What follows belongs to an exercise in optimizing a design on an open flow for small area and a short achievable clock period; a production flow would make more cautious choices.
Where RTL was checked, it was by simulation tests only, not by an equivalence proof against the original.

==> inputs of garnet <==
// varcic_mc
module varcic_mc #(
  parameter int STAGES    = 5,
  parameter int IN_WIDTH  = 18,
  parameter int OUT_WIDTH = 18,
  parameter int ACC_WIDTH = 48,
  parameter int CHANNELS  = 2
) (
  input  logic                          clock,
  input  logic                          reset,
  input  logic [5:0]                    decimation,
  input  logic [5:0]                    out_shift,
  input  logic                          in_strobe,
  input  logic [CHANNELS*IN_WIDTH-1:0]  in_data,
  output logic                          out_strobe,
  output logic [CHANNELS*OUT_WIDTH-1:0] out_data,
  output logic                          overflow
);
==> flow/config.mk <==
export PLATFORM = sky130hd
export DESIGN_NAME = varcic_mc
export DESIGN_NICKNAME = varcic_mc
export VERILOG_FILES = /design/flow/design.v
export SDC_FILE = /design/flow/constraint.sdc
export NUM_CORES = 4
export LEC_CHECK = 0
export CAP_MARGIN = 20
export CORE_MARGIN = 2
export CORE_UTILIZATION = 55
export CTS_BUF_LIST = sky130_fd_sc_hd__clkbuf_8
export SLEW_MARGIN = 20
export SYNTH_HIERARCHICAL = 1
export SYNTH_MINIMUM_KEEP_SIZE = 0
==> flow/constraint.sdc <==
create_clock -name core_clock -period 16.0 [get_ports {clock}]
set_input_delay 3.2000 -clock core_clock [delete_from_list [all_inputs] [get_ports {clock}]]
set_output_delay 3.2000 -clock core_clock [all_outputs]
set_load 0.01 [all_outputs]
standard.sh (not shown) runs the stock make flow with config.mk's settings and CLKGATE_MAP_FILE= SYNTH_SCRIPT=/design/flow/synth_recipe.tcl, a recipe that flattens the netlist after the stock synthesis.
==> flow/flow/run.sh <==
#!/bin/bash
set -euo pipefail
export SETUP_SLACK_MARGIN=11.3
export BUFFER_PORTS_ARGS="-buffer_cell sky130_fd_sc_hd__buf_4"
bash standard.sh > standard_flow.log 2>&1
==> onyx: changes against garnet <==
--- a/flow/design.v
+++ b/flow/design.v
@@ -68,20 +68,24 @@
     for (int j = 0; j < 29; j++) k[j] = hi[(j + 1) >> 3] & lo[(j + 1) & 7];
     k[29] = (|hi[7:4]) | (hi[3] & (lo[6] | lo[7]));
   end
 endmodule
 module varcic_out (
   input  logic [47:0] c,
+  input  logic [30:0] cs,
   input  logic [3:0]  oh_lo,
   input  logic [7:0]  oh_hi,
   input  logic [30:0] mask,
-  output logic [17:0] val,
+  input  logic        load,
+  input  logic        clear,
+  input  logic [17:0] q,
+  output logic [17:0] d,
   output logic        hit
 );
   logic [45:0] m;
-  logic [17:0] r;
+  logic [17:0] r, dn, ds;
   logic        same;
   always_comb begin
     for (int p = 0; p < 46; p++) begin
       m[p] = 1'b0;
       for (int u = 0; u < 4; u++) begin
         if (p + u < 48) m[p] = m[p] | (c[p+u] & oh_lo[u]);
@@ -90,15 +94,19 @@
     for (int i = 0; i < 18; i++) begin
       r[i] = 1'b0;
       for (int w = 0; w < 8; w++) begin
         if (i + 4 * w < 46) r[i] = r[i] | (m[i+4*w] & oh_hi[w]);
       end
     end
-    same = (&(c[47:17] | ~mask)) | (&(~c[47:17] | ~mask));
+    same = (&(cs | ~mask)) | (&(~cs | ~mask));
     hit  = ~same;
-    val  = same ? r : {c[47], {17{~c[47]}}};
+    for (int i = 0; i < 18; i++) begin
+      dn[i] = ~clear & (load ? r[i] : q[i]);
+      ds[i] = ~clear & (load ? ((i == 17) ? cs[30] : ~cs[30]) : q[i]);
+    end
+    d = same ? dn : ds;
   end
 endmodule
 module varcic_mc #(
   parameter int STAGES    = 5,
   parameter int IN_WIDTH  = 18,
   parameter int OUT_WIDTH = 18,
@@ -129,13 +137,14 @@
   logic         clr;
   logic         comb_strobe;
   logic [2:0]   flush_cnt;
   logic         flush_done;
   logic         out_en;
   logic [W-1:0]         c_rnd [CHANNELS];
-  logic [OUT_WIDTH-1:0] sat_val [CHANNELS];
+  logic [30:0]          c_sat [CHANNELS];
+  logic [CHANNELS*OUT_WIDTH-1:0] out_d;
   logic [CHANNELS-1:0]  sat_hit;
   logic                          out_strobe_r;
   logic [CHANNELS*OUT_WIDTH-1:0] out_data_r;
   logic                          overflow_r;
   assign dec_eff    = (decimation == 6'd0) ? 6'd1 : decimation;
   assign dec_change = (dec_eff != r_lat);
@@ -153,14 +162,15 @@
     for (int u = 0; u < 4; u++) s_lo[u] = (s_lat[1:0] == 2'(u));
     for (int w = 0; w < 8; w++) s_hi[w] = (s_lat[4:2] == 3'(w));
     s_mask = '0;
     for (int j = 0; j < 31; j++) s_mask[j] = (5'(j) >= s_lat);
   end
   for (genvar k = 0; k < CHANNELS; k++) begin : g_out
-    varcic_out u_out (.c(c_rnd[k]), .oh_lo(s_lo), .oh_hi(s_hi), .mask(s_mask), .val(sat_val[k]),
-                      .hit(sat_hit[k]));
+    varcic_out u_out (.c(c_rnd[k]), .cs(c_sat[k]), .oh_lo(s_lo), .oh_hi(s_hi), .mask(s_mask),
+                      .load(out_en), .clear(reset), .q(out_data_r[k*OUT_WIDTH +: OUT_WIDTH]),
+                      .d(out_d[k*OUT_WIDTH +: OUT_WIDTH]), .hit(sat_hit[k]));
   end
   always_ff @(posedge clock) begin
     s_lat       <= s_cur[4:0];
     r_lat       <= dec_eff;
     r_one       <= (dec_eff == 6'd1);
     comb_strobe <= 1'b0;
@@ -177,20 +187,17 @@
     if (clr) begin
       flush_cnt <= 3'd0;
     end else if (comb_strobe && !flush_done) begin
       flush_cnt <= flush_cnt + 3'd1;
     end
     out_strobe_r <= out_en;
+    out_data_r   <= out_d;
     if (reset) begin
-      out_data_r <= '0;
       overflow_r <= 1'b0;
-    end else if (out_en) begin
-      for (int k = 0; k < CHANNELS; k++) begin
-        out_data_r[k*OUT_WIDTH +: OUT_WIDTH] <= sat_val[k];
-      end
-      if (|sat_hit) overflow_r <= 1'b1;
+    end else if (out_en && (|sat_hit)) begin
+      overflow_r <= 1'b1;
     end
   end
   logic w0_1_s;
   logic w0_1_c;
   logic w0_2_s;
   logic w0_2_c;
@@ -1863,12 +1870,13 @@
   logic u0_788_s;
   logic u0_788_c;
   logic u0_789_s;
   logic u0_789_c;
   logic [47:0] ua0;
   logic [47:0] ub0;
+  logic [30:0] c_sat0;
   logic a0_790_p;
   logic a0_790_g;
   logic a0_791_p;
   logic a0_791_g;
   logic a0_792_p;
   logic a0_792_g;
@@ -4300,12 +4308,13 @@
   logic u1_2023_s;
   logic u1_2023_c;
   logic u1_2024_s;
   logic u1_2024_c;
   logic [47:0] ua1;
   logic [47:0] ub1;
+  logic [30:0] c_sat1;
   logic a1_2025_p;
   logic a1_2025_g;
   logic a1_2026_p;
   logic a1_2026_g;
   logic a1_2027_p;
   logic a1_2027_g;
@@ -6332,12 +6341,43 @@
   assign c_rnd0[42] = a0_832_p ^ a0_1071_g;
   assign c_rnd0[43] = a0_833_p ^ a0_1073_g;
   assign c_rnd0[44] = a0_834_p ^ a0_1075_g;
   assign c_rnd0[45] = a0_835_p ^ a0_1077_g;
   assign c_rnd0[46] = a0_836_p ^ a0_1079_g;
   assign c_rnd0[47] = a0_837_p ^ a0_1081_g;
+  assign c_sat0[0] = ~(a0_807_p ^ a0_1020_g);
+  assign c_sat0[1] = ~(a0_808_p ^ a0_1022_g);
+  assign c_sat0[2] = ~(a0_809_p ^ a0_1023_g);
+  assign c_sat0[3] = ~(a0_810_p ^ a0_1024_g);
+  assign c_sat0[4] = ~(a0_811_p ^ a0_1026_g);
+  assign c_sat0[5] = ~(a0_812_p ^ a0_1028_g);
+  assign c_sat0[6] = ~(a0_813_p ^ a0_1030_g);
+  assign c_sat0[7] = ~(a0_814_p ^ a0_1032_g);
+  assign c_sat0[8] = ~(a0_815_p ^ a0_1033_g);
+  assign c_sat0[9] = ~(a0_816_p ^ a0_1034_g);
+  assign c_sat0[10] = ~(a0_817_p ^ a0_1035_g);
+  assign c_sat0[11] = ~(a0_818_p ^ a0_1036_g);
+  assign c_sat0[12] = ~(a0_819_p ^ a0_1037_g);
+  assign c_sat0[13] = ~(a0_820_p ^ a0_1038_g);
+  assign c_sat0[14] = ~(a0_821_p ^ a0_1039_g);
+  assign c_sat0[15] = ~(a0_822_p ^ a0_1040_g);
+  assign c_sat0[16] = a0_823_p ^ a0_1058_g;
+  assign c_sat0[17] = a0_824_p ^ a0_1059_g;
+  assign c_sat0[18] = a0_825_p ^ a0_1061_g;
+  assign c_sat0[19] = a0_826_p ^ a0_1063_g;
+  assign c_sat0[20] = a0_827_p ^ a0_1064_g;
+  assign c_sat0[21] = a0_828_p ^ a0_1065_g;
+  assign c_sat0[22] = a0_829_p ^ a0_1066_g;
+  assign c_sat0[23] = a0_830_p ^ a0_1067_g;
+  assign c_sat0[24] = a0_831_p ^ a0_1069_g;
+  assign c_sat0[25] = a0_832_p ^ a0_1071_g;
+  assign c_sat0[26] = a0_833_p ^ a0_1073_g;
+  assign c_sat0[27] = a0_834_p ^ a0_1075_g;
+  assign c_sat0[28] = a0_835_p ^ a0_1077_g;
+  assign c_sat0[29] = a0_836_p ^ a0_1079_g;
+  assign c_sat0[30] = a0_837_p ^ a0_1081_g;
   varcic_ha u_b0_1084 (.a(ias0[0]), .b(iac0[0]), .s(b0_1084_p), .co(b0_1084_g));
   varcic_ha u_b0_1085 (.a(ias0[1]), .b(iac0[1]), .s(b0_1085_p), .co(b0_1085_g));
   varcic_ha u_b0_1086 (.a(ias0[2]), .b(iac0[2]), .s(b0_1086_p), .co(b0_1086_g));
   varcic_ha u_b0_1087 (.a(ias0[3]), .b(iac0[3]), .s(b0_1087_p), .co(b0_1087_g));
   varcic_ha u_b0_1088 (.a(ias0[4]), .b(iac0[4]), .s(b0_1088_p), .co(b0_1088_g));
   varcic_ha u_b0_1089 (.a(ias0[5]), .b(iac0[5]), .s(b0_1089_p), .co(b0_1089_g));
@@ -7795,12 +7835,43 @@
   assign c_rnd1[42] = a1_2067_p ^ a1_2306_g;
   assign c_rnd1[43] = a1_2068_p ^ a1_2308_g;
   assign c_rnd1[44] = a1_2069_p ^ a1_2310_g;
   assign c_rnd1[45] = a1_2070_p ^ a1_2312_g;
   assign c_rnd1[46] = a1_2071_p ^ a1_2314_g;
   assign c_rnd1[47] = a1_2072_p ^ a1_2316_g;
+  assign c_sat1[0] = ~(a1_2042_p ^ a1_2255_g);
+  assign c_sat1[1] = ~(a1_2043_p ^ a1_2257_g);
+  assign c_sat1[2] = ~(a1_2044_p ^ a1_2258_g);
+  assign c_sat1[3] = ~(a1_2045_p ^ a1_2259_g);
+  assign c_sat1[4] = ~(a1_2046_p ^ a1_2261_g);
+  assign c_sat1[5] = ~(a1_2047_p ^ a1_2263_g);
+  assign c_sat1[6] = ~(a1_2048_p ^ a1_2265_g);
+  assign c_sat1[7] = ~(a1_2049_p ^ a1_2267_g);
+  assign c_sat1[8] = ~(a1_2050_p ^ a1_2268_g);
+  assign c_sat1[9] = ~(a1_2051_p ^ a1_2269_g);
+  assign c_sat1[10] = ~(a1_2052_p ^ a1_2270_g);
+  assign c_sat1[11] = ~(a1_2053_p ^ a1_2271_g);
+  assign c_sat1[12] = ~(a1_2054_p ^ a1_2272_g);
+  assign c_sat1[13] = ~(a1_2055_p ^ a1_2273_g);
+  assign c_sat1[14] = ~(a1_2056_p ^ a1_2274_g);
+  assign c_sat1[15] = ~(a1_2057_p ^ a1_2275_g);
+  assign c_sat1[16] = a1_2058_p ^ a1_2293_g;
+  assign c_sat1[17] = a1_2059_p ^ a1_2294_g;
+  assign c_sat1[18] = a1_2060_p ^ a1_2296_g;
+  assign c_sat1[19] = a1_2061_p ^ a1_2298_g;
+  assign c_sat1[20] = a1_2062_p ^ a1_2299_g;
+  assign c_sat1[21] = a1_2063_p ^ a1_2300_g;
+  assign c_sat1[22] = a1_2064_p ^ a1_2301_g;
+  assign c_sat1[23] = a1_2065_p ^ a1_2302_g;
+  assign c_sat1[24] = a1_2066_p ^ a1_2304_g;
+  assign c_sat1[25] = a1_2067_p ^ a1_2306_g;
+  assign c_sat1[26] = a1_2068_p ^ a1_2308_g;
+  assign c_sat1[27] = a1_2069_p ^ a1_2310_g;
+  assign c_sat1[28] = a1_2070_p ^ a1_2312_g;
+  assign c_sat1[29] = a1_2071_p ^ a1_2314_g;
+  assign c_sat1[30] = a1_2072_p ^ a1_2316_g;
   varcic_ha u_b1_2319 (.a(ias1[0]), .b(iac1[0]), .s(b1_2319_p), .co(b1_2319_g));
   varcic_ha u_b1_2320 (.a(ias1[1]), .b(iac1[1]), .s(b1_2320_p), .co(b1_2320_g));
   varcic_ha u_b1_2321 (.a(ias1[2]), .b(iac1[2]), .s(b1_2321_p), .co(b1_2321_g));
   varcic_ha u_b1_2322 (.a(ias1[3]), .b(iac1[3]), .s(b1_2322_p), .co(b1_2322_g));
   varcic_ha u_b1_2323 (.a(ias1[4]), .b(iac1[4]), .s(b1_2323_p), .co(b1_2323_g));
   varcic_ha u_b1_2324 (.a(ias1[5]), .b(iac1[5]), .s(b1_2324_p), .co(b1_2324_g));
@@ -8002,19 +8073,21 @@
   assign nac0 = {i0_361_s, i0_360_s, i0_359_s, i0_358_s, i0_357_s, i0_356_s, i0_355_s, i0_354_s, i0_353_s, i0_352_s, i0_351_s, i0_350_s, i0_349_s, i0_348_s, i0_347_s, i0_346_s, i0_345_s, i0_344_s, i0_343_s, i0_342_s, i0_341_s, i0_340_s, i0_339_s, i0_338_s, i0_337_s, i0_336_s, i0_335_s, i0_334_s, i0_332_c, i0_332_s, i0_331_s, i0_330_s, i0_329_s, i0_328_s, i0_327_s, i0_326_s, i0_325_s, i0_324_s, i0_323_s, i0_322_s, i0_321_s, i0_320_s, i0_319_s, i0_318_s, i0_317_s, i0_316_s, i0_315_s, in_data[0]};
   assign ngs0 = {g0_692_c, g0_691_c, g0_690_c, g0_689_c, g0_688_c, g0_687_c, g0_686_c, g0_685_c, g0_684_c, g0_683_c, g0_682_c, g0_681_c, g0_680_c, g0_679_c, g0_678_c, g0_677_c, g0_676_c, g0_676_s, g0_674_c, g0_673_c, g0_672_c, g0_671_c, g0_670_c, g0_669_c, g0_668_c, g0_667_c, g0_666_c, g0_665_c, g0_664_c, g0_663_c, g0_662_c, g0_661_c, g0_660_c, g0_659_c, g0_658_c, g0_657_c, g0_656_c, g0_655_c, g0_654_c, g0_653_c, g0_652_c, g0_651_c, g0_650_c, g0_649_c, g0_648_c, g0_647_c, g0_646_c, k_rnd0[0]};
   assign ngc0 = {g0_693_s, g0_692_s, g0_691_s, g0_690_s, g0_689_s, g0_688_s, g0_687_s, g0_686_s, g0_685_s, g0_684_s, g0_683_s, g0_682_s, g0_681_s, g0_680_s, g0_679_s, g0_678_s, g0_677_s, g0_675_c, g0_675_s, g0_674_s, g0_673_s, g0_672_s, g0_671_s, g0_670_s, g0_669_s, g0_668_s, g0_667_s, g0_666_s, g0_665_s, g0_664_s, g0_663_s, g0_662_s, g0_661_s, g0_660_s, g0_659_s, g0_658_s, g0_657_s, g0_656_s, g0_655_s, g0_654_s, g0_653_s, g0_652_s, g0_651_s, g0_650_s, g0_649_s, g0_648_s, g0_647_s, g0_646_s};
   assign ua0 = {u0_788_c, u0_787_c, u0_786_c, u0_785_c, u0_784_c, u0_783_c, u0_782_c, u0_781_c, u0_780_c, u0_779_c, u0_778_c, u0_777_c, u0_776_c, u0_775_c, u0_774_c, u0_773_c, u0_772_c, u0_771_c, u0_770_c, u0_769_c, u0_768_c, u0_767_c, u0_766_c, u0_765_c, u0_764_c, u0_763_c, u0_762_c, u0_761_c, u0_760_c, u0_759_c, u0_758_c, u0_757_c, u0_756_c, u0_755_c, u0_754_c, u0_753_c, u0_752_c, u0_751_c, u0_750_c, u0_749_c, u0_748_c, u0_747_c, u0_746_c, u0_745_c, u0_744_c, u0_743_c, u0_742_c, u0_742_s};
   assign ub0 = {u0_789_s, u0_788_s, u0_787_s, u0_786_s, u0_785_s, u0_784_s, u0_783_s, u0_782_s, u0_781_s, u0_780_s, u0_779_s, u0_778_s, u0_777_s, u0_776_s, u0_775_s, u0_774_s, u0_773_s, u0_772_s, u0_771_s, u0_770_s, u0_769_s, u0_768_s, u0_767_s, u0_766_s, u0_765_s, u0_764_s, u0_763_s, u0_762_s, u0_761_s, u0_760_s, u0_759_s, u0_758_s, u0_757_s, u0_756_s, u0_755_s, u0_754_s, u0_753_s, u0_752_s, u0_751_s, u0_750_s, u0_749_s, u0_748_s, u0_747_s, u0_746_s, u0_745_s, u0_744_s, u0_743_s, u0_694_s};
   assign c_rnd[0] = c_rnd0;
+  assign c_sat[0] = c_sat0;
   assign nas1 = {i1_1595_c, i1_1594_c, i1_1593_c, i1_1592_c, i1_1591_c, i1_1590_c, i1_1589_c, i1_1588_c, i1_1587_c, i1_1586_c, i1_1585_c, i1_1584_c, i1_1583_c, i1_1582_c, i1_1581_c, i1_1580_c, i1_1579_c, i1_1578_c, i1_1577_c, i1_1576_c, i1_1575_c, i1_1574_c, i1_1573_c, i1_1572_c, i1_1571_c, i1_1570_c, i1_1569_c, i1_1568_c, i1_1568_s, i1_1566_c, i1_1565_c, i1_1564_c, i1_1563_c, i1_1562_c, i1_1561_c, i1_1560_c, i1_1559_c, i1_1558_c, i1_1557_c, i1_1556_c, i1_1555_c, i1_1554_c, i1_1553_c, i1_1552_c, i1_1551_c, i1_1550_c, i1_1549_c, i1_1549_s};
   assign nac1 = {i1_1596_s, i1_1595_s, i1_1594_s, i1_1593_s, i1_1592_s, i1_1591_s, i1_1590_s, i1_1589_s, i1_1588_s, i1_1587_s, i1_1586_s, i1_1585_s, i1_1584_s, i1_1583_s, i1_1582_s, i1_1581_s, i1_1580_s, i1_1579_s, i1_1578_s, i1_1577_s, i1_1576_s, i1_1575_s, i1_1574_s, i1_1573_s, i1_1572_s, i1_1571_s, i1_1570_s, i1_1569_s, i1_1567_c, i1_1567_s, i1_1566_s, i1_1565_s, i1_1564_s, i1_1563_s, i1_1562_s, i1_1561_s, i1_1560_s, i1_1559_s, i1_1558_s, i1_1557_s, i1_1556_s, i1_1555_s, i1_1554_s, i1_1553_s, i1_1552_s, i1_1551_s, i1_1550_s, in_data[18]};
   assign ngs1 = {g1_1927_c, g1_1926_c, g1_1925_c, g1_1924_c, g1_1923_c, g1_1922_c, g1_1921_c, g1_1920_c, g1_1919_c, g1_1918_c, g1_1917_c, g1_1916_c, g1_1915_c, g1_1914_c, g1_1913_c, g1_1912_c, g1_1911_c, g1_1911_s, g1_1909_c, g1_1908_c, g1_1907_c, g1_1906_c, g1_1905_c, g1_1904_c, g1_1903_c, g1_1902_c, g1_1901_c, g1_1900_c, g1_1899_c, g1_1898_c, g1_1897_c, g1_1896_c, g1_1895_c, g1_1894_c, g1_1893_c, g1_1892_c, g1_1891_c, g1_1890_c, g1_1889_c, g1_1888_c, g1_1887_c, g1_1886_c, g1_1885_c, g1_1884_c, g1_1883_c, g1_1882_c, g1_1881_c, k_rnd1[0]};
   assign ngc1 = {g1_1928_s, g1_1927_s, g1_1926_s, g1_1925_s, g1_1924_s, g1_1923_s, g1_1922_s, g1_1921_s, g1_1920_s, g1_1919_s, g1_1918_s, g1_1917_s, g1_1916_s, g1_1915_s, g1_1914_s, g1_1913_s, g1_1912_s, g1_1910_c, g1_1910_s, g1_1909_s, g1_1908_s, g1_1907_s, g1_1906_s, g1_1905_s, g1_1904_s, g1_1903_s, g1_1902_s, g1_1901_s, g1_1900_s, g1_1899_s, g1_1898_s, g1_1897_s, g1_1896_s, g1_1895_s, g1_1894_s, g1_1893_s, g1_1892_s, g1_1891_s, g1_1890_s, g1_1889_s, g1_1888_s, g1_1887_s, g1_1886_s, g1_1885_s, g1_1884_s, g1_1883_s, g1_1882_s, g1_1881_s};
   assign ua1 = {u1_2023_c, u1_2022_c, u1_2021_c, u1_2020_c, u1_2019_c, u1_2018_c, u1_2017_c, u1_2016_c, u1_2015_c, u1_2014_c, u1_2013_c, u1_2012_c, u1_2011_c, u1_2010_c, u1_2009_c, u1_2008_c, u1_2007_c, u1_2006_c, u1_2005_c, u1_2004_c, u1_2003_c, u1_2002_c, u1_2001_c, u1_2000_c, u1_1999_c, u1_1998_c, u1_1997_c, u1_1996_c, u1_1995_c, u1_1994_c, u1_1993_c, u1_1992_c, u1_1991_c, u1_1990_c, u1_1989_c, u1_1988_c, u1_1987_c, u1_1986_c, u1_1985_c, u1_1984_c, u1_1983_c, u1_1982_c, u1_1981_c, u1_1980_c, u1_1979_c, u1_1978_c, u1_1977_c, u1_1977_s};
   assign ub1 = {u1_2024_s, u1_2023_s, u1_2022_s, u1_2021_s, u1_2020_s, u1_2019_s, u1_2018_s, u1_2017_s, u1_2016_s, u1_2015_s, u1_2014_s, u1_2013_s, u1_2012_s, u1_2011_s, u1_2010_s, u1_2009_s, u1_2008_s, u1_2007_s, u1_2006_s, u1_2005_s, u1_2004_s, u1_2003_s, u1_2002_s, u1_2001_s, u1_2000_s, u1_1999_s, u1_1998_s, u1_1997_s, u1_1996_s, u1_1995_s, u1_1994_s, u1_1993_s, u1_1992_s, u1_1991_s, u1_1990_s, u1_1989_s, u1_1988_s, u1_1987_s, u1_1986_s, u1_1985_s, u1_1984_s, u1_1983_s, u1_1982_s, u1_1981_s, u1_1980_s, u1_1979_s, u1_1978_s, u1_1929_s};
   assign c_rnd[1] = c_rnd1;
+  assign c_sat[1] = c_sat1;
   always_ff @(posedge clock) begin
     gs0 <= ngs0;
     gc0 <= ngc0;
     if (in_strobe) begin
       ias0 <= r_one ? '0 : nas0;
       iac0 <= r_one ? '0 : nac0;
--- a/flow/config.mk
+++ b/flow/config.mk
@@ -5,10 +5,12 @@
 export SDC_FILE = /design/flow/constraint.sdc
 export NUM_CORES = 4
 export LEC_CHECK = 0
 export CAP_MARGIN = 20
 export CORE_MARGIN = 2
 export CORE_UTILIZATION = 55
-export CTS_BUF_LIST = sky130_fd_sc_hd__clkbuf_8
+export CTS_BUF_LIST = sky130_fd_sc_hd__clkbuf_16
+export CTS_CLUSTER_DIAMETER = 90
+export CTS_CLUSTER_SIZE = 27
 export SLEW_MARGIN = 20
 export SYNTH_HIERARCHICAL = 1
 export SYNTH_MINIMUM_KEEP_SIZE = 0
==> qor summary <==
quantity	garnet	onyx
Result of the run	timing/DRC/antenna clean	timing/DRC/antenna clean
Netlist area before placement	88600 um2	87800 um2
Die span in x	405 um	404 um
Final setup skew	0.0567 ns	0.0498 ns
Antenna violations before repair	7	2
Well-tap cell count	2160	2072
Length of routed met3 wiring	11300 um	13000 um
Worst setup path endpoint	out_data_r[27]	out_data_r[6]
Fraction of the mapped netlist area in simple logic gates	0.0628	0.0621
Instance count on the critical path	20	19
Worst min-delay path startpoint	ch0_2[47]	ch1_2[47]
Critical path data required time	16.86 ns	16.59 ns
Worst hold slack across all endpoints	0.414 ns	0.428 ns
Share of the final layout cell area in sequential cells	0.354	0.366
Ratio of routed vias to standard cells	5.59	5.70
Function not checked in garnet: the RTL went through the layout flow alone.

what the ideal ports hide:
The flow's constraints put no driver on any port. The routed layouts listed below were extracted and timed again, unchanged, in two steps.
Step 1 assumes that a clkbuf_16 drives the clock port and a buf_2 every other input.
Step 2 moves the port delays by t, midway between the first and last clock arrival at a register: inputs arrive t later, outputs are due t later. That takes back most of the time a late clock gives input paths.
Three values: ideal ports, drivers, drivers and shift; two values: the first two.
| run | t, ns | setup WS [ns] | worst setup path at the end |
|---|---|---|---|
| garnet | 1.069 | 11.147 / 11.147 / 10.365 | input to register |
| onyx | 0.797 | 11.156 / 11.156 / 10.553 | input to register |
After both steps every run listed still meets setup and hold. The setup slack of garnet, which loses most, moves by 0.000 ns with the drivers and by -0.782 ns with both steps.
